Source: an optimization exercise on an open RTL-to-GDS flow (aim: small area and a short achievable clock period). Production flows keep margins and buffers that such runs may drop. RTL that was checked went through simulation tests only; none was proved equivalent to the original. The RTL of runs 4 and 5 was laid out without a check of its function. Power figures rest on the tool's default switching activity, not on a simulated workload. The clock port is modelled as an ideal driver; clocking choices that lean on that would not hold on a real chip.

## config.mk

```make
export PLATFORM = sky130hd
export DESIGN_NAME = spi_wrapper
export DESIGN_NICKNAME = spi_wrapper
export VERILOG_FILES = /design/flow/design.v
export SDC_FILE = /design/flow/constraint.sdc
export NUM_CORES = 4
export LEC_CHECK = 0
export CAP_MARGIN = 20
export CORE_MARGIN = 2
export CORE_UTILIZATION = 75
export SETUP_SLACK_MARGIN = 2.7
export SLEW_MARGIN = 20
```

## constraint.sdc

```tcl
create_clock -name core_clock -period 4.5 [get_ports {clk}]
set_input_delay 0.9000 -clock core_clock [delete_from_list [all_inputs] [get_ports {clk}]]
set_output_delay 0.9000 -clock core_clock [all_outputs]
set_load 0.01 [all_outputs]
```

## design.v

```verilog
package spi_pkg;
    localparam logic [1:0] CMD_WR_ADDR = 2'b00;
    localparam logic [1:0] CMD_WR_DATA = 2'b01;
    localparam logic [1:0] CMD_RD_ADDR = 2'b10;
    localparam logic [1:0] CMD_RD_DATA = 2'b11;
endpackage
module spi_ram (
    input  logic        clk,
    input  logic [15:0] wlo,
    input  logic [15:0] whi,
    input  logic [15:0] wdlo,
    input  logic [7:0]  raddr,
    output logic        tap
);
    logic [2047:0] ring;          
    logic [255:0]  pos0;
    logic [15:0]   grp_q;
    logic          tap_q;
    for (genvar r = 0; r < 256; r++) begin : g_ring
        logic sel;
        assign sel     = wlo[r % 16] & whi[r / 16];
        assign pos0[r] = ring[8*r];
        always_ff @(posedge clk) begin
            ring[8*r+1 +: 7] <= ring[8*r +: 7];
            ring[8*r]        <= !((ring[8*r+7] & !sel) | (wdlo[r % 16] & whi[r / 16]));
        end
    end
    for (genvar g = 0; g < 16; g++) begin : g_grp
        logic [15:0] grp;
        assign grp = pos0[16*g +: 16];
        always_ff @(posedge clk) begin
            grp_q[g] <= grp[raddr[3:0]];
        end
    end
    always_ff @(posedge clk) begin
        tap_q <= grp_q[raddr[7:4]];
    end
    assign tap = tap_q;
endmodule
module spi_wrapper
#(
    parameter int MEM_DEPTH = 256,
    parameter int ADD_SIZE  = 8
) (
    input  logic clk,
    input  logic arst,
    input  logic SS_n,
    input  logic MOSI,
    output logic MISO
);
    logic [3:0] fc_q;
    logic       rdd_q;        
    logic       rd_flag_q;
    logic [9:0] din_q;
    logic       rx_valid_q;   
    logic       tx_valid_q;   
    logic       busy_q;
    logic       miso_q;
    logic [2:0] m_q;          
    logic [3:0] ph_q;         
    logic [3:0] ph_p2, ph_m2;
    logic [7:0] wa_q;         
    logic       wz_q;         
    logic       wact_q;       
    logic [7:0] wbuf_q;       
    logic       wd;           
    logic [15:0] wdlo_q;      
    logic [15:0] wlo_q;       
    logic [15:0] whi_q;       
    logic [7:0] ra_q;         
    logic [7:0] s_q;          
    logic       tap;
    logic [7:0] s_x;          
    logic [1:0] cmd;
    logic       exec_wa, exec_wd, exec_ra, exec_rd;
    assign s_x     = {s_q[5:0], s_q[7:6]};
    assign cmd     = din_q[9:8];
    assign ph_p2   = ph_q + 4'd2;
    assign ph_m2   = ph_q - 4'd2;
    assign wd      = !(wbuf_q[ph_p2[2:0]] ^ ph_p2[3]);
    assign exec_wa = rx_valid_q && cmd == spi_pkg::CMD_WR_ADDR;
    assign exec_wd = rx_valid_q && cmd == spi_pkg::CMD_WR_DATA;
    assign exec_ra = rx_valid_q && cmd == spi_pkg::CMD_RD_ADDR;
    assign exec_rd = rx_valid_q && cmd == spi_pkg::CMD_RD_DATA;
    spi_ram RAM (
        .clk  (clk),
        .wlo  (wlo_q),
        .whi  (whi_q),
        .wdlo (wdlo_q),
        .raddr(ra_q),
        .tap  (tap)
    );
    logic in_data;
    logic load_tx;
    assign in_data = fc_q >= 4'd2;
    assign load_tx = !SS_n && in_data && rdd_q && tx_valid_q;
    always_ff @(posedge clk or posedge arst) begin
        if (arst) begin
            fc_q       <= '0;
            rd_flag_q  <= 1'b0;
            rx_valid_q <= 1'b0;
            tx_valid_q <= 1'b0;
            busy_q     <= 1'b0;
            miso_q     <= 1'b0;
        end else begin
            rx_valid_q <= !SS_n && fc_q == 4'd11;
            tx_valid_q <= exec_rd;
            if (SS_n) begin
                fc_q   <= '0;
                busy_q <= 1'b0;
                miso_q <= 1'b0;
            end else begin
                if (fc_q != 4'd12) fc_q <= fc_q + 4'd1;
                if (fc_q == 4'd11) begin
                    if (din_q[8:7] == spi_pkg::CMD_RD_ADDR) rd_flag_q <= 1'b1;
                    else if (din_q[8:7] == spi_pkg::CMD_RD_DATA) rd_flag_q <= 1'b0;
                end
                miso_q <= 1'b0;
                if (load_tx) begin
                    busy_q <= 1'b1;
                end else if (busy_q) begin
                    miso_q <= s_x[m_q];
                    if (ph_q[2:0] == m_q) busy_q <= 1'b0;
                end
            end
        end
    end
    always_ff @(posedge clk) begin
        din_q <= {din_q[8:0], MOSI};
        if (fc_q == 4'd1) rdd_q <= MOSI && rd_flag_q;
        if (load_tx) m_q <= ph_q[2:0];
    end
    always_ff @(posedge clk or posedge arst) begin
        if (arst) begin
            wz_q <= 1'b1;
            ra_q <= '0;
        end else begin
            if (exec_wa || exec_wd) wz_q <= 1'b0;
            if (exec_ra) ra_q <= din_q[7:0];
        end
    end
    always_ff @(posedge clk) begin
        ph_q  <= ph_q + 4'd1;
        s_q   <= {s_q[6:0], tap ^ ph_m2[3]};
        wlo_q <= wact_q ? 16'(1) << wa_q[3:0] : '0;
        wdlo_q <= wact_q && wd ? 16'(1) << wa_q[3:0] : '0;
        whi_q <= 16'(1) << wa_q[7:4];
        if (exec_wa) begin
            wa_q   <= din_q[7:0];
            wact_q <= 1'b0;
        end
        if (exec_wd) begin
            if (wz_q) wa_q <= '0;
            wbuf_q <= din_q[7:0];
            wact_q <= 1'b1;
        end
    end
    assign MISO = miso_q;
endmodule
```

## flow/run.sh

```bash
#!/bin/bash
# The standard layout (the standard.sh, unchanged synthesis), except that
# clock tree synthesis uses larger sink clusters and adds no dummy loads.
set -euo pipefail
export CTS_ARGS="-sink_clustering_enable -repair_clock_nets -dont_use_dummy_load -sink_clustering_size 30 -sink_clustering_max_diameter 120 -sink_clustering_levels 1"
bash standard.sh > flow_make.log 2>&1
```

## standard.sh

```bash
#!/bin/bash
# synth_recipe.tcl (not shown) runs the flow's synth.tcl, then flattens the netlist and writes it again
# the make line also repeats each setting of config.mk as NAME=value (left out here)
make -C /OpenROAD-flow-scripts/flow DESIGN_CONFIG=/design/flow/config.mk WORK_HOME=/design/flow/orfs CLKGATE_MAP_FILE= SYNTH_SCRIPT=/design/flow/synth_recipe.tcl "${@:-finish}"
```

==> results of run 1 <==
## metrics by stage
stage,util,area [um^2],cells
after floorplan,-,50350,3138
after global placement,0.7734,51120,3887
after detailed placement,0.7738,51150,3888
after CTS,0.8139,53800,3996
after global routing,0.8161,53940,3999
final,0.8161,53940,3999
## logic make-up after synthesis
| family | count (synthesis) | share of synthesized area |
|---|---|---|
| xor gates and xnor gates | 10 | 0.001740 |
| AOI/OAI and AO/OA | 301 | 0.04501 |
| DFF | 2174 | 0.8687 |
| muxes | 103 | 0.03882 |
| adders and majority gates | 7 | 0.001740 |
| buffers and inverters | 156 | 0.01213 |
| and+or+nand+nor | 387 | 0.03191 |
## how the worst min path moves through the flow
stage / endpoint / slack [ps] / startpoint / depth (start not counted)
final: RAM.ring[317] / 280 / RAM.ring[316] / 0
after CTS: RAM.ring[317] / 290 / RAM.ring[316] / 0
after detailed placement: RAM.ring[1215] / 310 / RAM.ring[1214] / 0
after floorplan: RAM.ring[1002] / 310 / RAM.ring[1001] / 0
after global routing: RAM.ring[187] / 290 / RAM.ring[186] / 0
after global placement: RAM.ring[1243] / 310 / RAM.ring[1242] / 0
## sequential cells by signal, indices dropped and copies added (netlist names), 3 cells and up
name and cells:
RAM.ring 2048, RAM.grp_q 16, wdlo_q 16, whi_q 16, wlo_q 16, din_q 10
ra_q 8, s_q 8, wa_q 8, wbuf_q 8, fc_q 4, ph_q 4
m_q 3
## cell type report
type / count / area, um^2 / share of cell area
well taps: 864 / 1081 / 0.02004
multi-input cells: 808 / 6201 / 0.1150
flip-flops and latches: 2174 / 43760 / 0.8112
repair buffers: 63 / 817.0 / 0.01515
clock buffers: 82 / 2052 / 0.03804
inverters: 8 / 35.03 / 0.0006495
## what timing repair did
action | 4_1_cts | 5_1_grt
pin swaps | 17 | 11
gates cloned | 4 | 2
buffers inserted | 22 | 1
hold endpoints to repair | 0 | 0
gates resized for setup | 53 | 14
setup endpoints to repair | 33 | 29
## metal layers
layer	global-route usage	vias up	routed length (um)
met1	0.3765	11050	41350
met5	0	-	0
met2	0.4446	643	44790
met4	0.09683	0	3436
met3	0.03816	199	4759
li1	-	10260	-
## cells in the final DEF (no fill, tap or decap), drive strengths merged, types with 5 or more instances in the layout
cell    instances
xnor2           5
mux4           72
a22o            8
inv             7
nand3          36
clkbuf         84
buf            58
nor2           28
mux2            8
xor2            5
dfrtp          17
mux2i          23
nand2b          8
ha              7
edfxtp         12
nand2         279
dfxtp        2144
a22oi         288
nor3           15
## power by group through the flow
stage / Clock [W] / Sequential [W] / Combinational [W]
after detailed placement: 0 / 0.0197 / 0.0000404
after floorplan: 0 / 0.0197 / 0.0000328
final: 0.00856 / 0.0193 / 0.0000449
after global placement: 0 / 0.0197 / 0.0000388
after CTS: 0.00860 / 0.0193 / 0.0000445
after global routing: 0.00922 / 0.0193 / 0.0000492
==> out/results.txt, run 1 <==
Largest area contributor in the netlist: dfxtp_1
Clock Path Buffers: 3
Int Pwr: 0.02259 W
N_diodes: 0
TritonCTS buffer count: 82
Worst Hold Class: register to register
Post-DRT Antenna Nets: 0
Setup Skew: 43.28 ps
Setup crit end: MISO
Clock latency on the worst-skew pair: 670 ps
Reg power frac: 0.692
FFs w/ async S/R, synth: 0.008280
Lkg Pwr: 22.22 nW
WP data arrival: 1130 ps
Max FO, Critical Path: 1
Largest net degree at the start of global routing: 33
Cells after synthesis: 3138
Most instantiated library cell after synthesis: dfxtp_1
First-pass GRT wire length: 138.8 mm
Largest stage delay, worst path: 370 ps
Share of cells above drive strength 1: 0.08612
Overflow after GRT: 0
Initial antenna violation count: 0
Worst slew pin tran: 1223 ps
Slew HR: 0.1836
DRT iter0 DRCs: 1678
Critical path origin: miso_q
Flop2flop setup slack: 2510 ps
CP top delay family: flip-flops
# H-tree levels: 3
Core outline area: 66100 um^2
Peak VDD IR: 0.4682 mV
Unrepaired setup endpoints after global routing: yes
Clock Sinks: 2174
Io pins: 5
Count of pins over their slew limit: 0
Synth Flop Type: dfxtp_1
Nets: 3148
Max Cap Viol: 0
Fmax: 0.4918 GHz
Residual DRC count: 0
EDFF count, synth: 12
Clk slew on worst S/H paths: 100 ps
Buffers on Ports: 4
Post-synth top area share: 0.8525
Sw Pwr: 0.005306 W
Setup_tns: 0 ps
Setup ws final: 2467 ps
Slowest library cell on the worst path: dfrtp_1
R2R cell count: 7
Clock root cell: clkbuf_16
Synth unique cells: 38
GP Congestion: 0.8257
DIE AREA: 69220 um^2
Area delta synth->final: 7.145%
Die H: 263.1 um
Buf/Inv on CP: 1
Router iterations before antenna repair: 7
Period utilization: 0.4519
Final setup vio count: 0
Seq cells post-synth: 2174
WP data required: 3600 ps
Row count: 94
RR Startpoint: ra_q[0]
CTS tree: yes
Die width: 263.1 um
Hold_ws: 283.6 ps
Routed vias/inst: 5.539
Post-synth top cells: 2144 x dfxtp_1, 288 x a22oi_1, 279 x nand2_1
Wire per inst: 23.59 um
Switching Fraction: 0.1902
Critical R2R Capture: RAM.grp_q[14]
Tot Pwr: 0.02790 W
WL final: 94.34 mm
Critical-path cell list: buf_2
Part of the power in the clock network: 0.307
Register area share after synthesis: 0.8687
Endpoint type of the worst setup path: output port
# fillers: 3280
Initial core utilization: 0.7617
Vias: 22.15k
Hold Fails Final Rpt: 0
Syn nets: 3149
Vias in the first global route: 22.36k
Hold Buf Count CTS: 0
Startpoint type of the worst setup path: register
Crit path kind: register to output port
DP Wirelength: 53.74 mm
Crit path depth: 1
Area contributors post-synth: dfxtp_1 85%, a22oi_1 4.3%, mux4_2 3.2%, nand2_1 2.1%, clkbuf_1 0.99%
Mapped cell area: 50350 um^2
Tot GR Track Use: 0.2714
Post-placement setup slack: 1849 ps
Combinational share of power: 0.002
Status: complete, no violations
P per Cell Area: 517.2 nW/um^2
Fin crit period: 2033 ps
Mean Syn Cell Area: 16.04 um^2
Synthesis warning total: 2
==> run 2, diff against run 1 <==
==> flow/run.sh (replaced) <==
#!/bin/bash
# The standard layout (the standard.sh, unchanged synthesis), except that
# clock tree synthesis uses larger sink clusters and adds no dummy loads.
set -euo pipefail
export CTS_ARGS="-sink_clustering_enable -repair_clock_nets -dont_use_dummy_load -sink_clustering_size 30 -sink_clustering_max_diameter 120 -num_static_layers 1"
bash standard.sh > flow_make.log 2>&1
==> run 2 against run 1 <==
Against the previous run:
- wire length down 1.9%
- first-iteration DRC count down 1.5%
- clock power about the same
- cell count down 0.25%
- synthesized area unchanged
- critical path depth unchanged
- design area down 0.43%
- clock skew up 0.98 ps
- core utilization down 0.35 points
- hold slack worse by 0.73 ps
- non-clock buffer count down 10
- critical endpoint unchanged
- largest cell class unchanged
==> out/results.txt, run 2 <==
Status: complete, no violations
Fmax: 0.4922 GHz (about the same)
Post-synth top cells: 2144 x dfxtp_1, 288 x a22oi_1, 279 x nand2_1
Largest area contributor in the netlist: dfxtp_1
Worst Hold Class: register to register
Critical R2R Capture: RAM.grp_q[1]
Crit path kind: register to output port
Most frequent cells in the layout: 2136 x dfxtp_1, 279 x nand2_1, 263 x a22oi_1
WP data arrival: 1130 ps (about the same)
Nets: 3138 (-0.32%)
Core outline area: 66100 um^2 (unchanged)
Max Cap Viol: 0 (unchanged)
GP Congestion: 0.8257 (unchanged)
Clock Sinks: 2174 (unchanged)
WP data required: 3600 ps (about the same)
Synthesis warning total: 2 (unchanged)
Buffers on Ports: 4 (unchanged)
Hold_ws: 282.9 ps (-0.7320 ps)
Wire per inst: 23.20 um (-1.6%)
Unrepaired setup endpoints after global routing: yes
Commonest non-fill, non-tap cell in the layout: dfxtp_1
Row count: 94 (unchanged)
Buf/Inv on CP: 1 (unchanged)
Count of pins over their slew limit: 0 (unchanged)
Clock latency on the worst-skew pair: 670 ps (about the same)
Seq cells post-synth: 2174 (unchanged)
Final setup vio count: 0 (unchanged)
Critical-path cell list: buf_2
Max FO, Critical Path: 1 (unchanged)
Clk slew on worst S/H paths: 100 ps (about the same)
Hold path start: RAM.ring[316]
Initial antenna violation count: 0 (unchanged)
N_diodes: 0 (unchanged)
# fillers: 3312 (+0.98%)
EDFF count, synth: 12 (unchanged)
Lkg Pwr: 22.12 nW (-0.42%)
Synth unique cells: 38 (unchanged)
Setup ws final: 2468 ps (+1.700 ps)
Overflow after GRT: 0 (unchanged)
P per Cell Area: 519.1 nW/um^2 (+0.36%)
Hold Path Depth: 0 (unchanged)
Die H: 263.1 um (unchanged)
Tot GR Track Use: 0.2682 (-0.003184)
Clock root cell: clkbuf_16
WL final: 92.56 mm (-1.9%)
Vias in the first global route: 22.10k (-1.2%)
Post-synth top area share: 0.8525 (unchanged)
Hold Fails Final Rpt: 0 (unchanged)
RR Startpoint: ra_q[0]
Setup Skew: 44.25 ps (+0.9770 ps)
CP top delay family: flip-flops
Post-DRT Antenna Nets: 0 (unchanged)
DRT iter0 DRCs: 1653 (-1.5%)
Io pins: 5 (unchanged)
Setup_tns: 0 ps (unchanged)
DIE AREA: 69220 um^2 (unchanged)
FFs w/ async S/R, synth: 0.008280 (unchanged)
Vias: 21.88k (-1.2%)
Router iterations before antenna repair: 7 (unchanged)
Fin crit period: 2032 ps (-1.700 ps)
TritonCTS buffer count: 82 (unchanged)
Most instantiated library cell after synthesis: dfxtp_1
Largest stage delay, worst path: 370 ps (about the same)
Mean Syn Cell Area: 16.04 um^2 (unchanged)
Register area share after synthesis: 0.8687 (unchanged)
DP Wirelength: 53.74 mm (unchanged)
Post-placement setup slack: 1849 ps (unchanged)
Reg with most FFs: RAM.ring
Area contributors post-synth: dfxtp_1 85%, a22oi_1 4.3%, mux4_2 3.2%, nand2_1 2.1%, clkbuf_1 0.99%
# H-tree levels: 3 (unchanged)
Area delta synth->final: 6.688%
WHS Endpoint: RAM.ring[317]
Syn nets: 3149 (unchanged)
Peak VDD IR: 0.4685 mV (about the same)
Worst slew pin tran: 1226 ps (+2.892 ps)
Clock Path Buffers: 3 (unchanged)
R2R cell count: 7 (unchanged)
Slowest library cell on the worst path: dfrtp_1
Die width: 263.1 um (unchanged)
Mapped cell area: 50350 um^2 (unchanged)
Synth Flop Type: dfxtp_1
Period utilization: 0.4515 (about the same)
CTS tree: yes
Flop2flop setup slack: 2600 ps (+90 ps)
Share of cells above drive strength 1: 0.08192 (-0.004204)
Cells after synthesis: 3138 (unchanged)
Tot Pwr: 0.02788 W (about the same)
Startpoint type of the worst setup path: register
Endpoint type of the worst setup path: output port
Largest net degree at the start of global routing: 33 (unchanged)
Slew HR: 0.1817 (-0.001931)
Max reg flops: 2048 (unchanged)
Residual DRC count: 0 (unchanged)
First-pass GRT wire length: 137.2 mm (-1.2%)
Routed vias/inst: 5.485 (-0.98%)
Initial core utilization: 0.7617 (unchanged)
[run 2: cell count changes in the layout (fill, tap and decap cells not counted), sizes merged]
cell	delta
buf	-9
clkbuf	-1
[run 2: worst max-delay path by stage]
stage,startpoint,endpoint,slack [ps],cells after the start
after floorplan,ph_q[1],wdlo_q[8],2720,6
after global placement,ra_q[0],RAM.grp_q[9],1910,5
after detailed placement,ra_q[0],RAM.grp_q[5],1850,5
after CTS,miso_q,MISO,2440,1
after global routing,miso_q,MISO,2410,1
final,miso_q,MISO,2470,1
[run 2: report_power, final]
| group | leakage [nW] | switching (W) | internal (W) | total, W |
|---|---|---|---|---|
| combinational | 3.40 | 0.0000234 | 0.0000203 | 0.0000436 |
| sequential | 17.7 | 0.0000258 | 0.0193 | 0.0193 |
| clock | 1.01 | 0.00524 | 0.00330 | 0.00854 |
[run 2: metal layers]
metal | up-vias | share of wire | GRT usage
li1 | 10240 | - | -
met1 | 10860 | 0.45 | 0.3764
met2 | 581 | 0.47 | 0.4392
met3 | 192 | 0.048 | 0.03564
met4 | 0 | 0.032 | 0.08942
met5 | - | 0 | 0
[run 2: logic make-up (layout without fill, tap and decap cells)]
group	after synthesis	in the layout	synth area share
flip-flops	2174	2174	0.8687
AND/OR/NAND/NOR	387	387	0.03191
AO/OA/AOI/OAI	301	301	0.04501
buffers and inverters	156	143	0.01213
multiplexers	103	103	0.03882
XOR/XNOR	10	10	0.001740
adder cells (fa/ha/maj)	7	7	0.001740
[run 2: repair_timing]
item,in CTS,in global routing
gates resized for setup,42,14
buffers inserted,14,4
pin swaps,14,6
hold buffers,0,0
endpoints found under the setup margin,33,29
cloned,0,1
[run 2: per-stage QoR]
stage	std cells	area, um^2	utilization
2_1_floorplan	3138	50350	-
3_3_place_gp	3887	51120	0.7734
3_5_place_dp	3888	51150	0.7738
4_1_cts	3984	53570	0.8104
5_1_grt	3989	53710	0.8126
6_report	3989	53710	0.8126
[run 2: area by class of cell]
class	count	area (um^2)	area share
repair buffers	53	603.1	0.01123
flip-flops and latches	2174	43760	0.8146
multi-input cells	808	6186	0.1152
well taps	864	1081	0.02013
inverters	8	35.03	0.0006522
clock buffers	82	2052	0.03820
==> run 3, diff against run 2 <==
==> run.sh (new file) <==
#!/bin/bash
# synth_recipe.tcl (not shown) runs the flow's synth.tcl, then flattens the netlist and writes it again
# the make line also repeats each setting of config.mk as NAME=value (left out here)
make -C /OpenROAD-flow-scripts/flow DESIGN_CONFIG=/design/flow/config.mk WORK_HOME=/design/flow/orfs CLKGATE_MAP_FILE= SYNTH_SCRIPT=/design/flow/synth_recipe.tcl finish
--- a/config.mk
+++ b/config.mk
@@ -9,4 +9,6 @@
 export CORE_MARGIN = 2
 export CORE_UTILIZATION = 75
+export CTS_CLUSTER_DIAMETER = 120
+export CTS_CLUSTER_SIZE = 30
 export SETUP_SLACK_MARGIN = 2.7
 export SLEW_MARGIN = 20
removed: flow/run.sh
removed: standard.sh
==> run 3 against run 2 <==
Against the previous run:
- synthesized cell count did not move
- cell count up 0.40%
- sequential power about the same
- largest power group unchanged
- highest routed layer is now met5
==> out/results.txt, run 3 <==
DIE AREA: 69220 um^2 (unchanged)
Count of pins over their slew limit: 0 (unchanged)
Max reg flops: 2048 (unchanged)
GP Congestion: 0.8257 (unchanged)
Post-DRT Antenna Nets: 0 (unchanged)
Crit path kind: register to output port
Endpoint type of the worst setup path: output port
Post-synth top area share: 0.8525 (unchanged)
WP data required: 3600 ps (about the same)
# H-tree levels: 3 (unchanged)
Vias in the first global route: 22.23k (+0.58%)
CTS tree: yes
Largest stage delay, worst path: 370 ps (about the same)
Mean Syn Cell Area: 16.04 um^2 (unchanged)
Fin crit period: 2060 ps (+28.54 ps)
Overflow after GRT: 0 (unchanged)
Die width: 263.1 um (unchanged)
Max Cap Viol: 0 (unchanged)
Commonest non-fill, non-tap cell in the layout: dfxtp_1
Initial core utilization: 0.7617 (unchanged)
Clock Sinks: 2174 (unchanged)
Worst slew pin tran: 1215 ps (-11.23 ps)
P per Cell Area: 521.9 nW/um^2 (+0.54%)
CP top delay family: flip-flops
Area delta synth->final: 7.254%
Setup ws final: 2440 ps (-28.54 ps)
N_diodes: 0 (unchanged)
Wire per inst: 23.92 um (+3.1%)
Period utilization: 0.4578 (+0.006342)
Clock root cell: clkbuf_16
Router iterations before antenna repair: 5 (-2)
Design area: 54000 um^2 (+0.53%)
Syn nets: 3149 (unchanged)
Share of cells above drive strength 1: 0.08628 (+0.004358)
Largest area contributor in the netlist: dfxtp_1
Setup_tns: 0 ps (unchanged)
Post-placement setup slack: 1849 ps (unchanged)
Synth unique cells: 38 (unchanged)
Initial antenna violation count: 1 (+1)
Status: complete, no violations
Synth Flop Type: dfxtp_1
Startpoint type of the worst setup path: register
First-pass GRT wire length: 138.7 mm (+1.1%)
Max FO, Critical Path: 1 (unchanged)
Clk slew on worst S/H paths: 100 ps (about the same)
Most frequent cells in the layout: 2136 x dfxtp_1, 279 x nand2_1, 260 x a22oi_1
Peak VDD IR: 0.5908 mV (+26%)
FFs w/ async S/R, synth: 0.008280 (unchanged)
Hold Fails Final Rpt: 0 (unchanged)
Slew HR: 0.1892 (+0.007495)
Seq cells post-synth: 2174 (unchanged)
DP Wirelength: 53.74 mm (unchanged)
Mapped cell area: 50350 um^2 (unchanged)
Nets: 3143 (+0.16%)
Slowest library cell on the worst path: dfrtp_1
Clock latency on the worst-skew pair: 680 ps (about the same)
WP data arrival: 1160 ps (+30 ps)
Worst Hold Class: register to register
Fmax: 0.4854 GHz (-1.4%)
Register area share after synthesis: 0.8687 (unchanged)
Reg with most FFs: RAM.ring
Synthesis warning total: 2 (unchanged)
Unrepaired setup endpoints after global routing: yes
Hold Buf Count CTS: 0 (unchanged)
Clock Path Buffers: 3 (unchanged)
Die H: 263.1 um (unchanged)
WL final: 95.82 mm (+3.5%)
Cells after synthesis: 3138 (unchanged)
Io pins: 5 (unchanged)
DRT iter0 DRCs: 1897 (+15%)
Hold_ws: 318.2 ps (+35.35 ps)
# fillers: 3244 (-2.1%)
Final setup vio count: 0 (unchanged)
Residual DRC count: 0 (unchanged)
Buf/Inv on CP: 1 (unchanged)
EDFF count, synth: 12 (unchanged)
Area post-placement: 51150 um^2 (unchanged)
Critical-path cell list: buf_2
Tot GR Track Use: 0.2712 (+0.003035)
Row count: 94 (unchanged)
Vias: 22.21k (+1.5%)
Buffers on Ports: 4 (unchanged)
Most instantiated library cell after synthesis: dfxtp_1
Largest net degree at the start of global routing: 33 (unchanged)
Routed vias/inst: 5.546 (+1.1%)
Area contributors post-synth: dfxtp_1 85%, a22oi_1 4.3%, mux4_2 3.2%, nand2_1 2.1%, clkbuf_1 0.99%
Setup Skew: 31.59 ps (-12.66 ps)
Core outline area: 66100 um^2 (unchanged)
Tot Pwr: 0.02818 W (+1.1%)
Post-synth top cells: 2144 x dfxtp_1, 288 x a22oi_1, 279 x nand2_1
Lkg Pwr: 22.24 nW (+0.53%)
TritonCTS buffer count: 82 (unchanged)
==> run 3: kinds of logic after synthesis <==
logic type | synth area share
AOI/OAI and AO/OA | 0.04501
xor gates and xnor gates | 0.001740
adders and majority gates | 0.001740
buffers and inverters | 0.01213
DFF | 0.8687
muxes | 0.03882
and+or+nand+nor | 0.03191
==> run 3: area by class of cell <==
cell class              instances  area (um^2)  area share
inverters                       8        35.03   0.0006488
clock buffers                  91         2171     0.04020
repair buffers                 58        718.2     0.01330
flip-flops and latches       2174        43760      0.8103
well taps                     864         1081     0.02002
multi-input cells             808         6205      0.1149
clock inverters                 2        32.53   0.0006025
==> run 3: path summary, 6_finish.rpt <==
kind	start	endpoint	slack, ps	depth (start not counted)
max	miso_q	MISO	2440	1
min	RAM.ring[186]	RAM.ring[187]	320	0
max reg2reg	ra_q[0]	RAM.grp_q[14]	2630	5
min reg2reg	RAM.ring[186]	RAM.ring[187]	320	0
max in group asynchronous	arst	ra_q[0]	3320	2
min in group asynchronous	arst	fc_q[0]	650	2
==> run 3: through the flow <==
step / utilization / instances
6_report: 0.8169 / 4005
5_1_grt: 0.8169 / 4005
4_1_cts: 0.8121 / 3993
3_5_place_dp: 0.7738 / 3888
3_3_place_gp: 0.7734 / 3887
2_1_floorplan: - / 3138
==> run 3: power breakdown <==
group / switching (W) / leakage, nW / internal, W
Clock: 0.00536 / 1.08 / 0.00348
Sequential: 0.0000255 / 17.7 / 0.0193
Combinational: 0.0000237 / 3.45 / 0.0000207
==> run 3: metal layers <==
metal / vias to the layer above / global-route usage / part of all wire
met2: 649 / 0.4477 / 0.48
met4: 2 / 0.08726 / 0.033
met1: 11100 / 0.3783 / 0.43
met3: 198 / 0.03667 / 0.051
met5: - / 0 / 0.00019
li1: 10270 / - / -
==> run 3: repair_timing <==
action                     in CTS  in global routing
setup endpoints to repair      33                 32
pin swaps                       8                 20
buffers inserted               12                  7
gates cloned                    0                  5
resized for setup              39                 27
==> run 4, diff against run 3 <==
--- a/design.v
+++ b/design.v
@@ -9,5 +9,5 @@
     input  logic [15:0] wlo,
     input  logic [15:0] whi,
-    input  logic [15:0] wdlo,
+    input  logic        wd,
     input  logic [7:0]  raddr,
     output logic        tap
@@ -15,6 +15,8 @@
     logic [2047:0] ring;          
     logic [255:0]  pos0;
+    logic [15:0]   wdlo;          
     logic [15:0]   grp_q;
     logic          tap_q;
+    assign wdlo = wlo & {16{wd}};
     for (genvar r = 0; r < 256; r++) begin : g_ring
         logic sel;
@@ -64,6 +66,5 @@
     logic       wact_q;       
     logic [7:0] wbuf_q;       
-    logic       wd;           
-    logic [15:0] wdlo_q;      
+    logic       wd_q;         
     logic [15:0] wlo_q;       
     logic [15:0] whi_q;       
@@ -78,5 +79,4 @@
     assign ph_p2   = ph_q + 4'd2;
     assign ph_m2   = ph_q - 4'd2;
-    assign wd      = !(wbuf_q[ph_p2[2:0]] ^ ph_p2[3]);
     assign exec_wa = rx_valid_q && cmd == spi_pkg::CMD_WR_ADDR;
     assign exec_wd = rx_valid_q && cmd == spi_pkg::CMD_WR_DATA;
@@ -87,5 +87,5 @@
         .wlo  (wlo_q),
         .whi  (whi_q),
-        .wdlo (wdlo_q),
+        .wd   (wd_q),
         .raddr(ra_q),
         .tap  (tap)
@@ -142,7 +142,7 @@
     always_ff @(posedge clk) begin
         ph_q  <= ph_q + 4'd1;
+        wd_q  <= !(wbuf_q[ph_p2[2:0]] ^ ph_p2[3]);
         s_q   <= {s_q[6:0], tap ^ ph_m2[3]};
         wlo_q <= wact_q ? 16'(1) << wa_q[3:0] : '0;
-        wdlo_q <= wact_q && wd ? 16'(1) << wa_q[3:0] : '0;
         whi_q <= 16'(1) << wa_q[7:4];
         if (exec_wa) begin
--- a/config.mk
+++ b/config.mk
@@ -8,7 +8,5 @@
 export CAP_MARGIN = 20
 export CORE_MARGIN = 2
-export CORE_UTILIZATION = 75
-export CTS_CLUSTER_DIAMETER = 120
-export CTS_CLUSTER_SIZE = 30
-export SETUP_SLACK_MARGIN = 2.7
+export CORE_UTILIZATION = 60
+export SETUP_SLACK_MARGIN = 2.3
 export SLEW_MARGIN = 20
==> run 4 against run 3 <==
Against the previous run:
- still clean
- maximum frequency decreased by 3.0%
- sequential power is essentially flat
- wire length down 11%
- setup slack got worse by 64 ps
- critical path depth stayed put
- non-clock buffer count down 43
- sequential cell count fell by 15
- critical path type unchanged
==> out/results.txt, run 4 <==
Status: complete, no violations
Startpoint type of the worst setup path: register
Router iterations before antenna repair: 5 (unchanged)
GP Congestion: 0.7300 (-12%)
Crit path kind: register to output port
Largest stage delay, worst path: 350 ps (-20 ps)
Clk slew on worst S/H paths: 70 ps (-30 ps)
Setup ws final: 2376 ps (-63.64 ps)
DRT iter0 DRCs: 754 (-60%)
Fmax: 0.4708 GHz (-3.0%)
Clock Sinks: 2159 (-0.69%)
Post-placement setup slack: 2034 ps (+184.6 ps)
Setup Skew: 17.38 ps (-14.21 ps)
Syn nets: 3046 (-3.3%)
Crit path depth: 1 (unchanged)
Core outline area: 83290 um^2 (+26%)
Endpoint type of the worst setup path: output port
Most frequent cells in the layout: 2112 x dfxtp_1, 279 x nand2_1, 263 x mux2i_1
Buffers on Ports: 4 (unchanged)
Die H: 293.3 um (+11%)
CTS tree: yes
Period utilization: 0.4720 (+0.01414)
Tot GR Track Use: 0.2053 (-0.06589)
Post-synth top cells: 2129 x dfxtp_1, 279 x nand2_1, 263 x mux2i_1
# placed instances: 4010 (+3.1%)
Layout Utilization: 0.6932 (-0.1237)
Unrepaired setup endpoints after global routing: no
Initial core utilization: 0.6031 (-0.1586)
Slew HR: 0.2916 (+0.1025)
FFs w/ async S/R, synth: 0.008337 (+0.00005752)
Clock root cell: clkbuf_16
Initial antenna violation count: 2 (+1)
P per Cell Area: 611.4 nW/um^2 (+17%)
WP data arrival: 1220 ps (+60 ps)
Count of pins over their slew limit: 0 (unchanged)
Synth Flop Type: dfxtp_1
Max Cap Viol: 0 (unchanged)
Reg with most FFs: RAM.ring
Mean Syn Cell Area: 16.55 um^2 (+3.2%)
Worst slew pin tran: 1060 ps (-154.3 ps)
Setup_tns: 0 ps (unchanged)
Non-Filler Instances: 4352 (+8.7%)
Seq cells post-synth: 2159 (-0.69%)
Area delta synth->final: 14.94%
Mapped cell area: 50230 um^2 (-0.23%)
Share of cells above drive strength 1: 0.1268 (+0.04056)
Hold Path Depth: 0 (unchanged)
Buf/Inv on CP: 1 (unchanged)
Post-DRT Antenna Nets: 0 (unchanged)
EDFF count, synth: 12 (unchanged)
Vias: 20.50k (-7.7%)
Fin crit period: 2124 ps (+63.64 ps)
Vias in the first global route: 21.37k (-3.8%)
Residual DRC count: 0 (unchanged)
Nets: 3134 (-0.29%)
CP top delay family: flip-flops
Final setup vio count: 0 (unchanged)
Lkg Pwr: 24.54 nW (+10%)
Die width: 293.3 um (+11%)
TritonCTS buffer count: 187 (+130%)
Row count: 106 (+13%)
Overflow after GRT: 0 (unchanged)
Cells after synthesis: 3035 (-3.3%)
Register area share after synthesis: 0.8647 (-0.003966)
WP data required: 3600 ps (about the same)
DP Wirelength: 44.16 mm (-18%)
Largest net degree at the start of global routing: 105 (+220%)
Routed vias/inst: 4.709 (-15%)
Clock Path Buffers: 3 (unchanged)
Slowest library cell on the worst path: dfrtp_1
Worst Hold Class: register to register
Hold Fails Final Rpt: 0 (unchanged)
Synthesis warning total: 2 (unchanged)
DIE AREA: 86050 um^2 (+24%)
N_diodes: 0 (unchanged)
Largest area contributor in the netlist: dfxtp_1
WL final: 85.33 mm (-11%)
Most instantiated library cell after synthesis: dfxtp_1
Critical-path cell list: clkbuf_2
Wire per inst: 19.61 um (-18%)
Clock latency on the worst-skew pair: 760 ps (+80 ps)
Max FO, Critical Path: 1 (unchanged)
Max reg flops: 2048 (unchanged)
First-pass GRT wire length: 130.7 mm (-5.7%)
Peak VDD IR: 0.4425 mV (-25%)
Io pins: 5 (unchanged)
Synth unique cells: 36 (-5.3%)
Area contributors post-synth: dfxtp_1 85%, mux2i_1 5.2%, mux4_2 3.0%, nand2_1 2.1%, dfrtp_1 0.85%
Commonest non-fill, non-tap cell in the layout: dfxtp_1
R2R cell count: 4 (-1)
# H-tree levels: 4 (+1)
Post-synth top area share: 0.8485 (-0.004003)
==> run 4: final timing paths <==
check | startpoint | endpoint | slack [ps]
setup / recovery | miso_q | MISO | 2380
hold / removal | RAM.ring[2010] | RAM.ring[2011] | 310
setup reg to reg | ra_q[1] | RAM.grp_q[4] | 2530
hold reg to reg | RAM.ring[2010] | RAM.ring[2011] | 310
max in group asynchronous | arst | ra_q[1] | 3370
min in group asynchronous | arst | busy_q | 580
==> run 4: cell type report <==
class | instances | area (um^2)
clock buffers | 291 | 5894
clock inverters | 47 | 516.7
fillers | 5594 | 25550
inverters | 8 | 30.03
multi-input cells | 752 | 6299
flip-flops and latches | 2159 | 43460
well taps | 1080 | 1351
repair buffers | 15 | 180.2
==> run 4: through the flow <==
step	cell area, um^2	total power [W]	hold WS (ps)
after floorplan	50230	0.01962	309.6
after global placement	51260	0.01964	309.7
after detailed placement	51260	0.01964	312.1
after CTS	57740	0.03559	318.3
after global routing	57740	0.03640	322.1
final	57740	0.03530	314.8
==> run 4: power by group <==
part / internal (W) / switching [W]
clock: 0.00951 / 0.00658
sequential: 0.0192 / 0.0000275
combinational: 0.0000184 / 0.0000188
total: 0.0287 / 0.00662
==> run 4: cell families after synthesis <==
| group | synth area share |
|---|---|
| mux | 0.08686 |
| fa+ha+maj | 0.001744 |
| xor+xnor | 0.001744 |
| buf+inv | 0.01039 |
| flops | 0.8647 |
| simple gates | 0.02772 |
| compound gates | 0.006850 |
==> run 4: what timing repair did <==
| action | 4_1_cts | 5_1_grt |
|---|---|---|
| hold buffers | 0 | 0 |
| gates cloned | 0 | 0 |
| buffers inserted | 4 | 0 |
| setup endpoints to repair | 11 | 1 |
| resized for setup | 2 | 1 |
==> run 4: per-layer routing <==
layer / global-route usage / up-vias / routed length [um]
met4: 0.06521 / 0 / 1682
met3: 0.04123 / 116 / 2924
met5: 0 / - / 0
li1: - / 10030 / -
met1: 0.2747 / 10050 / 39750
met2: 0.3384 / 294 / 40970
==> run 5, diff against run 4 <==
==> flow/run.sh (new file) <==
#!/bin/bash
# The standard layout (the standard.sh, unchanged synthesis), except that
# clock tree synthesis does not add dummy load cells to balance the tree.
set -euo pipefail
export CTS_ARGS="-sink_clustering_enable -repair_clock_nets -dont_use_dummy_load"
bash standard.sh > flow_make.log 2>&1
==> standard.sh (new file) <==
#!/bin/bash
# synth_recipe.tcl (not shown) runs the flow's synth.tcl, then flattens the netlist and writes it again
# the make line also repeats each setting of config.mk as NAME=value (left out here)
make -C /OpenROAD-flow-scripts/flow DESIGN_CONFIG=/design/flow/config.mk WORK_HOME=/design/flow/orfs CLKGATE_MAP_FILE= SYNTH_SCRIPT=/design/flow/synth_recipe.tcl "${@:-finish}"
removed: run.sh
==> run 5 against run 4 <==
Against the previous run:
- still clean on timing, DRC and antenna
- via count down 1.1%
- clock-buffer cell count down 104
- global-route usage down 0.28 points
- maximum frequency up 0.45%
- sequential cell count unchanged
- synthesized cell count unchanged
- sequential power about the same
- clock power down 18%
- critical path type is now register to register
- critical endpoint is now RAM.grp_q[5]
- largest power group unchanged
==> out/results.txt, run 5 <==
CTS tree: yes
Routed vias/inst: 4.829 (+2.5%)
Share of cells above drive strength 1: 0.09490 (-0.03193)
Setup_tns: 0 ps (unchanged)
WP data arrival: 2720 ps (+1500 ps)
Critical path origin: ra_q[0]
Non-Filler Instances: 4199 (-3.5%)
Area delta synth->final: 11.46%
Unrepaired setup endpoints after global routing: yes
CP top delay family: flip-flops
Area contributors post-synth: dfxtp_1 85%, mux2i_1 5.2%, mux4_2 3.0%, nand2_1 2.1%, dfrtp_1 0.85%
DIE AREA: 86050 um^2 (unchanged)
# placed instances: 4010 (unchanged)
Worst slew pin tran: 1038 ps (-22.25 ps)
Hold Fails Final Rpt: 0 (unchanged)
Met3 GRT Util: 0.03654 (-0.004690)
Hold Buf Count CTS: 0 (unchanged)
Die width: 293.3 um (unchanged)
Most instantiated library cell after synthesis: dfxtp_1
GR peak layer: met2
Area post-placement: 51260 um^2 (unchanged)
Register area share after synthesis: 0.8647 (unchanged)
Initial core utilization: 0.6031 (unchanged)
Seq cells post-synth: 2159 (unchanged)
Startpoint type of the worst setup path: register
Die H: 293.3 um (unchanged)
FFs w/ async S/R, synth: 0.008337 (unchanged)
Crit path depth: 4 (+3)
Clock Path Buffers: 3 (unchanged)
Final setup vio count: 0 (unchanged)
DRT iter0 DRCs: 720 (-4.5%)
Row count: 106 (unchanged)
Vias: 20.28k (-1.1%)
Overflow after GRT: 0 (unchanged)
Fmax: 0.4729 GHz (+0.45%)
Critical R2R Capture: RAM.grp_q[5]
Syn nets: 3046 (unchanged)
Slowest library cell on the worst path: dfrtp_4
Met1 GRT Util: 0.2712 (-0.003560)
GP Congestion: 0.7300 (unchanged)
Buffers on Ports: 4 (unchanged)
Mean Syn Cell Area: 16.55 um^2 (unchanged)
Crit path kind: register to register
Initial antenna violation count: 3 (+1)
Count of pins over their slew limit: 0 (unchanged)
Critical-path cell list: buf_6 -> mux4_2 -> a22oi_1 -> nand2_1
Reg with most FFs: RAM.ring
WL final: 84.47 mm (-1.0%)
Setup crit end: RAM.grp_q[5]
Slew HR: 0.3065 (+0.01487)
Router iterations before antenna repair: 5 (unchanged)
# H-tree levels: 4 (unchanged)
RR Startpoint: ra_q[0]
Cells after synthesis: 3035 (unchanged)
Clock root cell: clkbuf_16
Largest net degree at the start of global routing: 105 (unchanged)
Post-DRT Antenna Nets: 0 (unchanged)
TritonCTS buffer count: 187 (unchanged)
Tot GR Track Use: 0.2025 (-0.002816)
GR Util met2: 0.3332 (-0.005189)
Commonest non-fill, non-tap cell in the layout: dfxtp_1
Max FO, Critical Path: 17 (+16)
Synthesis warning total: 2 (unchanged)
Period utilization: 0.4699 (-0.002120)
Synth unique cells: 36 (unchanged)
Vias in the first global route: 21.09k (-1.3%)
Io pins: 5 (unchanged)
Clk slew on worst S/H paths: 60 ps (about the same)
Clock Sinks: 2159 (unchanged)
Flop2flop setup slack: 2390 ps (-140 ps)
Endpoint type of the worst setup path: register
Status: complete, no violations
Mapped cell area: 50230 um^2 (unchanged)
DP Wirelength: 44.16 mm (unchanged)
Lkg Pwr: 23.66 nW (-3.6%)
Largest stage delay, worst path: 720 ps (+370 ps)
Post-synth top area share: 0.8485 (unchanged)
Largest area contributor in the netlist: dfxtp_1
Max Cap Viol: 0 (unchanged)
R2R cell count: 4 (unchanged)
Residual DRC count: 0 (unchanged)
EDFF count, synth: 12 (unchanged)
Peak VDD IR: 0.4420 mV (-0.12%)
First-pass GRT wire length: 128.7 mm (-1.6%)
Buf/Inv on CP: 1 (unchanged)
Clock latency on the worst-skew pair: 750 ps (about the same)
Worst Hold Class: register to register
Fin crit period: 2114 ps (-9.540 ps)
N_diodes: 0 (unchanged)
Design area: 55980 um^2 (-3.0%)
Post-synth top cells: 2129 x dfxtp_1, 279 x nand2_1, 263 x mux2i_1
Setup Skew: 26.53 ps (+9.146 ps)
WP data required: 5100 ps (+1500 ps)
P per Cell Area: 579.4 nW/um^2 (-5.2%)
Core outline area: 83290 um^2 (unchanged)
Synth Flop Type: dfxtp_1
Max reg flops: 2048 (unchanged)
Wire per inst: 20.12 um (+2.6%)
Most frequent cells in the layout: 2112 x dfxtp_1, 279 x nand2_1, 263 x mux2i_1
Nets: 3132 (-0.064%)
Tot Pwr: 0.03244 W (-8.1%)
==> run 5: cell counts after synthesis <==
No cell type changed its count.
==> run 5: power breakdown <==
| group | switching [W] | internal, W |
|---|---|---|
| sequential | 0.0000274 | 0.0192 |
| combinational | 0.0000183 | 0.0000183 |
| clock | 0.00595 | 0.00726 |
| total | 0.00600 | 0.0264 |
==> run 5: per-layer routing <==
metal	share of wire	wire length, um
met3	0.035	2967
met5	0	0
met1	0.46	38860
met2	0.48	40540
met4	0.025	2101
==> run 5: what timing repair did <==
item	in CTS	in global routing
pin swaps	0	0
buffers inserted	1	1
cloned	0	0
gates resized for setup	3	2
endpoints found under the setup margin	11	6
==> run 5: area by class of cell <==
class,count,area (um^2)
sequential,2159,43460
fill,5769,27310
multi-input combinational,752,6299
clock buffer,187,4679
tap,1080,1351
timing repair buffer,13,160.2
inverter,8,30.03
==> run 5: logic make-up after synthesis <==
| group | synth area share |
|---|---|
| flip-flops | 0.8647 |
| AND/OR/NAND/NOR | 0.02772 |
| XOR/XNOR | 0.001744 |
| buffers and inverters | 0.01039 |
| adder cells (fa/ha/maj) | 0.001744 |
| multiplexers | 0.08686 |
| AO/OA/AOI/OAI | 0.006850 |
==> run 5: how the worst min path moves through the flow <==
stage                                 to           start  slack (ps)  depth (start not counted)
after floorplan           RAM.ring[1002]  RAM.ring[1001]         310                          0
after global placement    RAM.ring[1739]  RAM.ring[1738]         310                          0
after detailed placement  RAM.ring[1298]  RAM.ring[1297]         310                          0
after CTS                 RAM.ring[2011]  RAM.ring[2010]         310                          0
after global routing       RAM.ring[309]   RAM.ring[308]         320                          0
final                      RAM.ring[158]   RAM.ring[157]         300                          0
==> run 5: metrics by stage <==
| step | utilization | worst slack, ps | hold WS [ps] |
|---|---|---|---|
| after floorplan | - | 2845 | 309.6 |
| after CTS | 0.6719 | 2248 | 311.6 |
| after global routing | 0.6722 | 2273 | 315.7 |
| final | 0.6722 | 2386 | 304.8 |
| after global placement | 0.6155 | 2087 | 309.7 |
| after detailed placement | 0.6155 | 2034 | 312.1 |
==> run 5: worst register-to-register path, stage by stage (launching register included) <==
cell and delay [ps]:
dfrtp_4 720, buf_6 330, mux4_2 570, a22oi_1 280, nand2_1 100

static timing again, ports no longer ideal:
Ports are ideal in the flow. The routed layouts listed here were re-timed in OpenROAD.
Step 1, drivers: a clkbuf_16 drives clk and a buf_2 each remaining input, both assumed.
Step 2 adds t to the input delays and takes it off the output delays; t is the mean of the earliest and latest rising clock arrival at the registers after step 1. Input paths then give back, and output paths get back, about the clock's delay inside the block.
Slacks: ideal / step 1 / step 2; pairs: ideal / step 1.
| run | t, ns | setup WS [ns] | worst setup path after step 2 | latest minus earliest clock arrival (ns) |
|---|---|---|---|---|
| run 1 | 0.707 | 2.467 / 2.404 / 2.113 | input to register | 0.048 / 0.048 |
| run 2 | 0.709 | 2.468 / 2.406 / 2.085 | input to register | 0.051 / 0.051 |
| run 3 | 0.728 | 2.440 / 2.377 / 2.108 | input to register | 0.036 / 0.035 |
| run 4 | 0.806 | 2.376 / 2.315 / 2.104 | input to register | 0.022 / 0.021 |
| run 5 | 0.794 | 2.386 / 2.347 / 2.100 | input to register | 0.031 / 0.031 |
After both steps setup and hold are still met in every run listed. The setup slack of run 2, which loses most, moves by -0.062 ns with the drivers and by -0.383 ns with both steps.
